Context: an optimization exercise on an open-source flow, tuned for small area. The choices shown serve that exercise and are no tape-out recipe.
Only simulation tests tie the RTL to the original design; equivalence was not proved.
No activity file was given, so power comes from the tool's default toggle rates.

==> job 3410: inputs <==
## memoria_dados
module memoria_dados
(
  input  logic                     clock,
  input  logic                     reset_n,
  input  logic                     permisao_escrita,
  input  logic                     permisao_leitura,
  input  memoria_dados_pkg::addr_t endereco,
  input  memoria_dados_pkg::word_t dado_escrita,
  output memoria_dados_pkg::word_t dado_leitura
);
==> module celula_escrita, before the edit <==
module celula_escrita
(
  input  logic esc_n,
  input  logic dado_n,
  input  logic ret_n,
  input  logic q_n,
  output logic y_n
);
  assign y_n = (esc_n | dado_n) & (ret_n | q_n);
endmodule
==> module leitura_par, before the edit <==
module leitura_par
(
  input  logic [1:0] sel_n,
  input  logic [1:0] q_n,
  output logic       y
);
  assign y = ~((sel_n[0] | q_n[0]) & (sel_n[1] | q_n[1]));
endmodule
==> module nao_ou4, before the edit <==
module nao_ou4
(
  input  logic [3:0] a,
  output logic       y
);
  assign y = ~|a;
endmodule
==> module nao_e4, before the edit <==
module nao_e4
(
  input  logic [3:0] a,
  output logic       y
);
  assign y = ~&a;
endmodule
==> module memoria_dados, before the edit <==
module memoria_dados
(
  input  logic                     clock,
  input  logic                     reset_n,
  input  logic                     permisao_escrita,
  input  logic                     permisao_leitura,
  input  memoria_dados_pkg::addr_t endereco,
  input  memoria_dados_pkg::word_t dado_escrita,
  output memoria_dados_pkg::word_t dado_leitura
);
  localparam int NW = memoria_dados_pkg::NUM_WORDS;
  localparam int DW = memoria_dados_pkg::DATA_WIDTH;
  localparam int IB = memoria_dados_pkg::WORD_INDEX_BITS;
  localparam int NB = 8;
  localparam int NA = NW / NB;
  memoria_dados_pkg::idx_t indice;
  memoria_dados_pkg::word_t mem_n_q [NW];
  memoria_dados_pkg::word_t mem_n_d [NW];
  memoria_dados_pkg::word_t dado_n;
  logic valido_q;
  decod_endereco_dados u_decod (
    .endereco(endereco),
    .indice(indice)
  );
  always_ff @(posedge clock or negedge reset_n) begin
    if (!reset_n) valido_q <= 1'b0;
    else if (permisao_escrita) valido_q <= 1'b1;
  end
  logic [NB-1:0] esc_baixo;
  logic [NB-1:0] leit_baixo;
  logic [NA-1:0] alto;
  always_comb begin
    for (int j = 0; j < NB; j++) begin
      esc_baixo[j]  = permisao_escrita && indice[2:0] == j[2:0];
      leit_baixo[j] = permisao_leitura && valido_q && indice[2:0] == j[2:0];
    end
    for (int k = 0; k < NA; k++) alto[k] = indice[IB-1:3] == k[IB-4:0];
  end
  logic [NW-1:0] esc_n;
  logic [NW-1:0] ret_n;
  logic [NW-1:0] sel_n;
  for (genvar i = 0; i < NW; i++) begin : g_linha
    nao_e u_esc (.a(esc_baixo[i % NB]), .b(alto[i / NB]), .y(esc_n[i]));
    nao_e u_ret (.a(valido_q), .b(esc_n[i]), .y(ret_n[i]));
    nao_e u_sel (.a(leit_baixo[i % NB]), .b(alto[i / NB]), .y(sel_n[i]));
  end
  assign dado_n = ~dado_escrita;
  for (genvar i = 0; i < NW; i++) begin : g_pal
    for (genvar b = 0; b < DW; b++) begin : g_bit
      celula_escrita u_cel (
        .esc_n(esc_n[i]),
        .dado_n(dado_n[b]),
        .ret_n(ret_n[i]),
        .q_n(mem_n_q[i][b]),
        .y_n(mem_n_d[i][b])
      );
    end
  end
  always_ff @(posedge clock) begin
    for (int i = 0; i < NW; i++) mem_n_q[i] <= mem_n_d[i];
  end
  for (genvar b = 0; b < DW; b++) begin : g_leit
    logic [NW/2-1:0]  par;
    logic [NW/32-1:0] n2;
    for (genvar p = 0; p < NW/2; p++) begin : g_par
      leitura_par u_par (
        .sel_n(sel_n[2*p +: 2]),
        .q_n({mem_n_q[2*p+1][b], mem_n_q[2*p][b]}),
        .y(par[p])
      );
    end
    for (genvar g = 0; g < NW/32; g++) begin : g_n2
      ou16 u_n2 (.a(par[16*g +: 16]), .y(n2[g]));
    end
    ou4 u_fim (.a(n2), .y(dado_leitura[b]));
  end
endmodule
export LEC_CHECK = 0
export CAP_MARGIN = 30
export CORE_MARGIN = 2
export CORE_UTILIZATION = 60
export CTS_BUF_LIST = sky130_fd_sc_hd__clkbuf_8
export CTS_CLUSTER_DIAMETER = 80
export CTS_CLUSTER_SIZE = 16
export PLACE_DENSITY = 0.75
export SLEW_MARGIN = 20
export SYNTH_HIERARCHICAL = 1
export SYNTH_MINIMUM_KEEP_SIZE = 0
create_clock -name core_clock -period 12.0 [get_ports {clock}]
run.sh (not shown) runs the stock make flow with config.mk's settings and CLKGATE_MAP_FILE= SYNTH_SCRIPT=/design/flow/synth_recipe.tcl, a recipe that flattens the netlist after the stock synthesis.
==> job 5700: changes against job 3410 <==
--- a/flow/design.v
+++ b/flow/design.v
@@ -18,18 +18,18 @@
 (
   input  logic esc_n,
-  input  logic dado_n,
+  input  logic c,
   input  logic ret_n,
-  input  logic q_n,
-  output logic y_n
+  input  logic q,
+  output logic y
 );
-  assign y_n = (esc_n | dado_n) & (ret_n | q_n);
+  assign y = ~((ret_n | q) & (esc_n | c));
 endmodule
 module leitura_par
 (
   input  logic [1:0] sel_n,
-  input  logic [1:0] q_n,
+  input  logic [1:0] q,
   output logic       y
 );
-  assign y = ~((sel_n[0] | q_n[0]) & (sel_n[1] | q_n[1]));
+  assign y = ~((sel_n[0] | q[0]) & (sel_n[1] | q[1]));
 endmodule
 module nao_e
@@ -40,18 +40,4 @@
 );
   assign y = ~(a & b);
-endmodule
-module nao_ou4
-(
-  input  logic [3:0] a,
-  output logic       y
-);
-  assign y = ~|a;
-endmodule
-module nao_e4
-(
-  input  logic [3:0] a,
-  output logic       y
-);
-  assign y = ~&a;
 endmodule
 module ou16
@@ -85,8 +71,11 @@
   localparam int NA = NW / NB;
   memoria_dados_pkg::idx_t indice;
-  memoria_dados_pkg::word_t mem_n_q [NW];
-  memoria_dados_pkg::word_t mem_n_d [NW];
-  memoria_dados_pkg::word_t dado_n;
+  memoria_dados_pkg::word_t mem_q [NW];
+  memoria_dados_pkg::word_t mem_d [NW];
+  memoria_dados_pkg::word_t dado_cod;
+  memoria_dados_pkg::word_t leitura;
   logic valido_q;
+  logic fase_q;
+  logic fase_d;
   decod_endereco_dados u_decod (
     .endereco(endereco),
@@ -97,4 +86,6 @@
     else if (permisao_escrita) valido_q <= 1'b1;
   end
+  assign fase_d = valido_q && !fase_q;
+  always_ff @(posedge clock) fase_q <= fase_d;
   logic [NB-1:0] esc_baixo;
   logic [NB-1:0] leit_baixo;
@@ -115,18 +106,18 @@
     nao_e u_sel (.a(leit_baixo[i % NB]), .b(alto[i / NB]), .y(sel_n[i]));
   end
-  assign dado_n = ~dado_escrita;
+  assign dado_cod = ~(dado_escrita ^ {DW{fase_d}});
   for (genvar i = 0; i < NW; i++) begin : g_pal
     for (genvar b = 0; b < DW; b++) begin : g_bit
       celula_escrita u_cel (
         .esc_n(esc_n[i]),
-        .dado_n(dado_n[b]),
+        .c(dado_cod[b]),
         .ret_n(ret_n[i]),
-        .q_n(mem_n_q[i][b]),
-        .y_n(mem_n_d[i][b])
+        .q(mem_q[i][b]),
+        .y(mem_d[i][b])
       );
     end
   end
   always_ff @(posedge clock) begin
-    for (int i = 0; i < NW; i++) mem_n_q[i] <= mem_n_d[i];
+    for (int i = 0; i < NW; i++) mem_q[i] <= mem_d[i];
   end
   for (genvar b = 0; b < DW; b++) begin : g_leit
@@ -136,5 +127,5 @@
       leitura_par u_par (
         .sel_n(sel_n[2*p +: 2]),
-        .q_n({mem_n_q[2*p+1][b], mem_n_q[2*p][b]}),
+        .q({mem_q[2*p+1][b], mem_q[2*p][b]}),
         .y(par[p])
       );
@@ -143,5 +134,6 @@
       ou16 u_n2 (.a(par[16*g +: 16]), .y(n2[g]));
     end
-    ou4 u_fim (.a(n2), .y(dado_leitura[b]));
+    ou4 u_fim (.a(n2), .y(leitura[b]));
   end
+  assign dado_leitura = leitura ^ {DW{permisao_leitura && valido_q && !fase_q}};
 endmodule
==> notes.md <==
Against job 3410, the wire length of job 5700 is smaller by 6.5%.
In job 3410 the global-route usage is higher than in job 5700, by 0.24 points.
Against job 3410, the area after synthesis of job 5700 is lower by about 7%.
In job 3410 the sequential share of layout area is lower than in job 5700, by 3.9 points.
Against job 5700, the non-clock buffer count of job 3410 is lower by 15.
In job 3410 the first-iteration DRC count is smaller than in job 5700, by 0.93%.
Job 3410 finished with timing, DRC and antenna clean. Job 5700 produced a clean layout.
Against job 3410, the power of job 5700 is larger by about 18%.
Flip-flop and latch count: job 3410 is lower than job 5700 (1).
==> figures <==
quantity	job 3410	job 5700
Status	timing/DRC/antenna clean	timing/DRC/antenna clean
Filler instances	9043	8554
Share of total power in the clock network	28.1%	23.2%
Met2 Usage GRT	55.1%	53.6%
Flip-flop and latch area	41000 sq um	41000 sq um
Number of cells traversed by the worst register-to-register path	3	6
Power attributed to the clock group	3.31 mW	3.23 mW
Post-synth ARST share	0.0488%	0.0488%
Number of storage elements in the synthesis netlist	2049	2050
Arrival time at the worst endpoint	7.59 ns	8.07 ns
End of the worst register-to-register path	mem_n_q[76][0]	mem_q[119][4]
Overall fraction of global-route tracks in use	37.8%	37.6%
Total number of cells along the worst setup path	10	11
Cell total after placement	7525	7451
Detailed Route Iter0 Violations	8354	8432
Mean routed wirelength per cell	30.4 um	28.7 um
Hold WS	0.482 ns	0.460 ns
Detailed Place HPWL	145000 um	135000 um

-- static timing again, ports no longer ideal --
The results above use ideal ports. As a check the final layouts listed here were re-extracted and re-timed, cells and wires unchanged. Step 1: set_driving_cell puts a clkbuf_16 on clock and a buf_2 on each other input, an assumption about the parent block. Step 2 times the ports against the registers' clock, not the clock port: input delays grow and output delays shrink by t, the midpoint of the rising clock arrivals with the driver on. Three values: ideal ports, drivers, drivers and shift; two values: the first two.
| run | t, ns | slack for setup (ns) | hold slack, ns | worst setup path at the end | worst slew at a driven data input, ns |
|---|---|---|---|---|---|
| job 3410 | 0.954 | 2.011 / 1.985 / 1.985 | 0.482 / 0.482 / 0.482 | input to output | 0.04 |
| job 5700 | 0.940 | 1.526 / 1.499 / 1.499 | 0.460 / 0.460 / 0.460 | input to output | 0.11 |
After both steps every run listed still meets setup and hold. For job 5700, which loses most, drivers alone change the setup slack by -0.027 ns; drivers and shift together by -0.027 ns.
